This is an optimization exercise on Yosys and OpenROAD, whose aim is small area, not a production implementation.
Function was checked by simulation only, so behaviour that the tests miss may differ from the original.
No activity file was given, so power comes from the tool's default toggle rates.

==> flow/design.v <==
module rf_aoi222 (
  input  logic a1, a2, b1, b2, c1, c2,
  output logic y
);
  assign y = !((a1 && a2) || (b1 && b2) || (c1 && c2));
endmodule
module rf_aoi22 (
  input  logic a1, a2, b1, b2,
  output logic y
);
  assign y = !((a1 && a2) || (b1 && b2));
endmodule
module rf_nand2 (
  input  logic a, b,
  output logic y
);
  assign y = !(a && b);
endmodule
module rf_nand4 (
  input  logic a, b, c, d,
  output logic y
);
  assign y = !(a && b && c && d);
endmodule
module rf_or3 (
  input  logic a, b, c,
  output logic y
);
  assign y = a || b || c;
endmodule
module rf_sel #(
  parameter int N = 34
) (
  input  logic [N-1:0] sel,
  input  logic [N-1:0] d,
  output logic         y
);
  localparam int NG = (N + 2) / 3;
  logic [11:0] lo;
  logic [2:0]  hi;
  for (genvar g = 0; g < 12; g++) begin : g_grp
    if (g < N / 3) begin : g_three
      rf_aoi222 u_aoi (
        .a1 (sel[3*g]),   .a2 (d[3*g]),
        .b1 (sel[3*g+1]), .b2 (d[3*g+1]),
        .c1 (sel[3*g+2]), .c2 (d[3*g+2]),
        .y  (lo[g])
      );
    end else if (g == N / 3 && N % 3 == 2) begin : g_two
      rf_aoi22 u_aoi (
        .a1 (sel[3*g]),   .a2 (d[3*g]),
        .b1 (sel[3*g+1]), .b2 (d[3*g+1]),
        .y  (lo[g])
      );
    end else if (g == N / 3 && N % 3 == 1) begin : g_one
      rf_nand2 u_nand (.a (sel[3*g]), .b (d[3*g]), .y (lo[g]));
    end else begin : g_none
      assign lo[g] = 1'b1;
    end
  end
  for (genvar h = 0; h < 3; h++) begin : g_hi
    rf_nand4 u_nand (
      .a (lo[4*h]), .b (lo[4*h+1]), .c (lo[4*h+2]), .d (lo[4*h+3]), .y (hi[h])
    );
  end
  rf_or3 u_or (.a (hi[0]), .b (hi[1]), .c (hi[2]), .y (y));
endmodule
module register_file #(
  parameter int WIDTH   = 64,
  parameter int NREGS   = 32,
  parameter int SP_INIT = 524288
) (
  input  logic                    clk,
  input  logic                    reset,
  input  logic                    wr_en,
  input  logic [4:0]              wr_addr,
  input  logic signed [WIDTH-1:0] wr_data,
  input  logic                    rd_req,
  input  logic [4:0]              rd_addr,
  input  logic [4:0]              rs_addr,
  input  logic [4:0]              rt_addr,
  output logic signed [WIDTH-1:0] rd_data,
  output logic signed [WIDTH-1:0] rs_data,
  output logic signed [WIDTH-1:0] rt_data,
  output logic                    rd_valid,
  output logic signed [WIDTH-1:0] sp_out
);
  localparam int NPORTS = 3;
  localparam int SP_IDX = NREGS - 1;
  localparam logic [WIDTH-1:0] SP_RST = WIDTH'(SP_INIT);
  logic [WIDTH-1:0] regs [NREGS];
  logic [NREGS-1:0] valid;
  logic [NREGS-1:0] wsel;
  for (genvar i = 0; i < NREGS; i++) begin : g_row
    assign wsel[i] = wr_en && wr_addr == 5'(i);
    always_ff @(posedge clk)
      if (wsel[i]) regs[i] <= wr_data;
  end
  always_ff @(posedge clk) begin
    if (reset) valid <= '0;
    else       valid <= valid | wsel;
  end
  always_ff @(posedge clk) begin
    if (reset) rd_valid <= 1'b0;
    else       rd_valid <= rd_req;
  end
  logic [NPORTS-1:0][4:0]       raddr;
  logic [NPORTS-1:0][WIDTH-1:0] rdata;
  assign raddr = {rt_addr, rs_addr, rd_addr};
  for (genvar p = 0; p < NPORTS; p++) begin : g_port
    logic             load, byp, hold, rst_hit;
    logic [NREGS-1:0] hit;
    logic [WIDTH-1:0] nxt;
    assign load    = rd_req && !reset;
    assign hold    = !rd_req && !reset;
    assign byp     = load && wr_en && wr_addr == raddr[p];
    assign rst_hit = load && !byp && raddr[p] == 5'(SP_IDX) && !valid[SP_IDX];
    always_comb
      for (int i = 0; i < NREGS; i++)
        hit[i] = load && !byp && raddr[p] == 5'(i) && valid[i];
    for (genvar b = 0; b < WIDTH; b++) begin : g_bit
      logic [NREGS-1:0] col;
      for (genvar i = 0; i < NREGS; i++) begin : g_col
        assign col[i] = regs[i][b];
      end
      if (SP_RST[b]) begin : g_rst
        rf_sel #(.N(NREGS + 3)) u_sel (
          .sel ({hit, byp, hold, rst_hit}),
          .d   ({col, wr_data[b], rdata[p][b], 1'b1}),
          .y   (nxt[b])
        );
      end else begin : g_norst
        rf_sel #(.N(NREGS + 2)) u_sel (
          .sel ({hit, byp, hold}),
          .d   ({col, wr_data[b], rdata[p][b]}),
          .y   (nxt[b])
        );
      end
    end
    always_ff @(posedge clk)
      rdata[p] <= nxt;
  end
  assign rd_data = rdata[0];
  assign rs_data = rdata[1];
  assign rt_data = rdata[2];
  assign sp_out = valid[SP_IDX] ? regs[SP_IDX] : SP_RST;
endmodule
export LEC_CHECK = 0
export CAP_MARGIN = 0
export CELL_PAD_IN_SITES_DETAIL_PLACEMENT = 1
export CELL_PAD_IN_SITES_GLOBAL_PLACEMENT = 2
export CORE_MARGIN = 2
export CORE_UTILIZATION = 38
export PLACE_DENSITY = 0.5
export SLEW_MARGIN = 0
export SYNTH_HIERARCHICAL = 1
export SYNTH_MINIMUM_KEEP_SIZE = 0
create_clock -name core_clock -period 5.0 [get_ports {clk}]
standard.sh (not shown) runs the stock make flow with config.mk's settings and CLKGATE_MAP_FILE= SYNTH_SCRIPT=/design/flow/synth_recipe.tcl, a recipe that flattens the netlist after the stock synthesis.
==> flow/flow/run.sh <==
#!/bin/bash
# The standard layout (standard.sh, all steps), with two changes to how it is
# built:
#  - ports are buffered with the smallest buffer (buf_1) instead of the
#    resizer's default pick;
#  - clock tree synthesis uses clkbuf_8 leaf buffers for clusters of up to 12
#    sinks within 60 um, and inserts no dummy loads.
# make's own output goes to standard.log; each ORFS step logs under orfs/logs.
set -euo pipefail
export BUFFER_PORTS_ARGS="-buffer_cell sky130_fd_sc_hd__buf_1"
export CTS_ARGS="-sink_clustering_enable -repair_clock_nets -dont_use_dummy_load -buf_list sky130_fd_sc_hd__clkbuf_8 -sink_clustering_size 12 -sink_clustering_max_diameter 60"
bash standard.sh > standard.log 2>&1
The starting point finished but fails on capacitance limit, slew limit.
Rerun with:
- CORE_UTILIZATION: 38 -> 30
- PLACE_DENSITY: 0.5 -> 0.4
=> The changed run went through all stages and came out clean. Power rose by 3.9%. Via count goes down by 1.4%. Worst setup slack gets worse by 0.12 ns. Hold slack hardly moves. Flip-flop and latch count does not change. Sequential power hardly moves. Clock-buffer cell count increases by 42. Global-route usage drops by 6.2 points. Non-clock buffer count climbs by 19. Wire length climbs by 8.4%. Clock skew rose by 0.044 ns.
Rerun with:
- CAP_MARGIN: 0 -> 20
- CORE_UTILIZATION: 30 -> 38
- PLACE_DENSITY: 0.4 -> 0.5
- SLEW_MARGIN: 0 -> 20
Effect: Sequential power is about the same. Maximum frequency increases by a few percent. Hold slack loses 0.0059 ns. Design area fell slightly. Final cell count is lower by a little under a tenth. Clock skew climbs by 0.0034 ns. Non-clock buffer count shrinks by 11. Register-to-register slack gains 0.18 ns. Combinational power went down slightly. Worst setup slack gets better by 0.12 ns.
Rerun with:
--- a/flow/flow/run.sh
+++ b/flow/flow/run.sh
@@ -2,2 +2,2 @@
-# The standard layout (standard.sh, all steps), with two changes to how it is
-# built:
+# The standard layout (standard.sh, all steps), with three changes to how it
+# is built:
@@ -6,2 +6,4 @@
-#  - clock tree synthesis uses clkbuf_8 leaf buffers for clusters of up to 12
-#    sinks within 60 um, and inserts no dummy loads.
+#  - clock tree synthesis uses clkbuf_8 leaf buffers for clusters of up to
+#    12 sinks within 60 um, and inserts no dummy loads;
+#  - after global routing, gates off the critical paths are downsized
+#    (ORFS's RECOVER_POWER step over all paths).
@@ -11,0 +14 @@
+export RECOVER_POWER=100
- CAP_MARGIN: 20 -> 0
- CORE_UTILIZATION: 38 -> 30
- PLACE_DENSITY: 0.5 -> 0.4
- SLEW_MARGIN: 20 -> 0
With this change the flow finished but failed the layout checks on capacitance limit, slew limit.
Power is higher by a few percent.
Synthesized area is unchanged.
Die area is higher by a quarter to a third.
Critical path depth is lower by 7.
Utilization is lower by 9.3 points.
Non-clock buffer count is higher by 11.
Hold slack is worse by 0.0077 ns.
Combinational power is lower by a few percent.
Clock skew is lower by 0.0096 ns.

==> static timing again, ports no longer ideal <==
In the flow no input, the clock included, has a driving cell. The finished layouts below were timed again as built, in two steps.
Step 1 assumes that a clkbuf_16 drives the clock port and a buf_2 every other input.
Step 2 times the ports against the registers' clock, not the clock port: input delays grow and output delays shrink by t, the midpoint of the rising clock arrivals with the driver on.
Slacks: no drivers / after step 1 / after step 2; pairs: no drivers / after step 1.
run | t, ns | setup WS [ns] | latest minus earliest clock arrival (ns) | worst slew at a driven data input, ns | pins driven straight from the clock port
the first run | 1.103 | 0.971 / 1.048 / -0.055 | 0.091 / 0.091 | 0.14 | 1
the second run | 1.147 | 0.855 / 0.941 / -0.206 | 0.127 / 0.127 | 0.08 | 1
the third run | 1.099 | 0.970 / 1.054 / -0.045 | 0.130 / 0.131 | 0.14 | 1
the fourth run | 1.151 | 0.409 / 0.471 / -0.679 | 0.121 / 0.121 | 0.08 | 1
The setup slack of the fourth run, which loses most, moves by +0.062 ns with the drivers and by -1.088 ns with both steps.
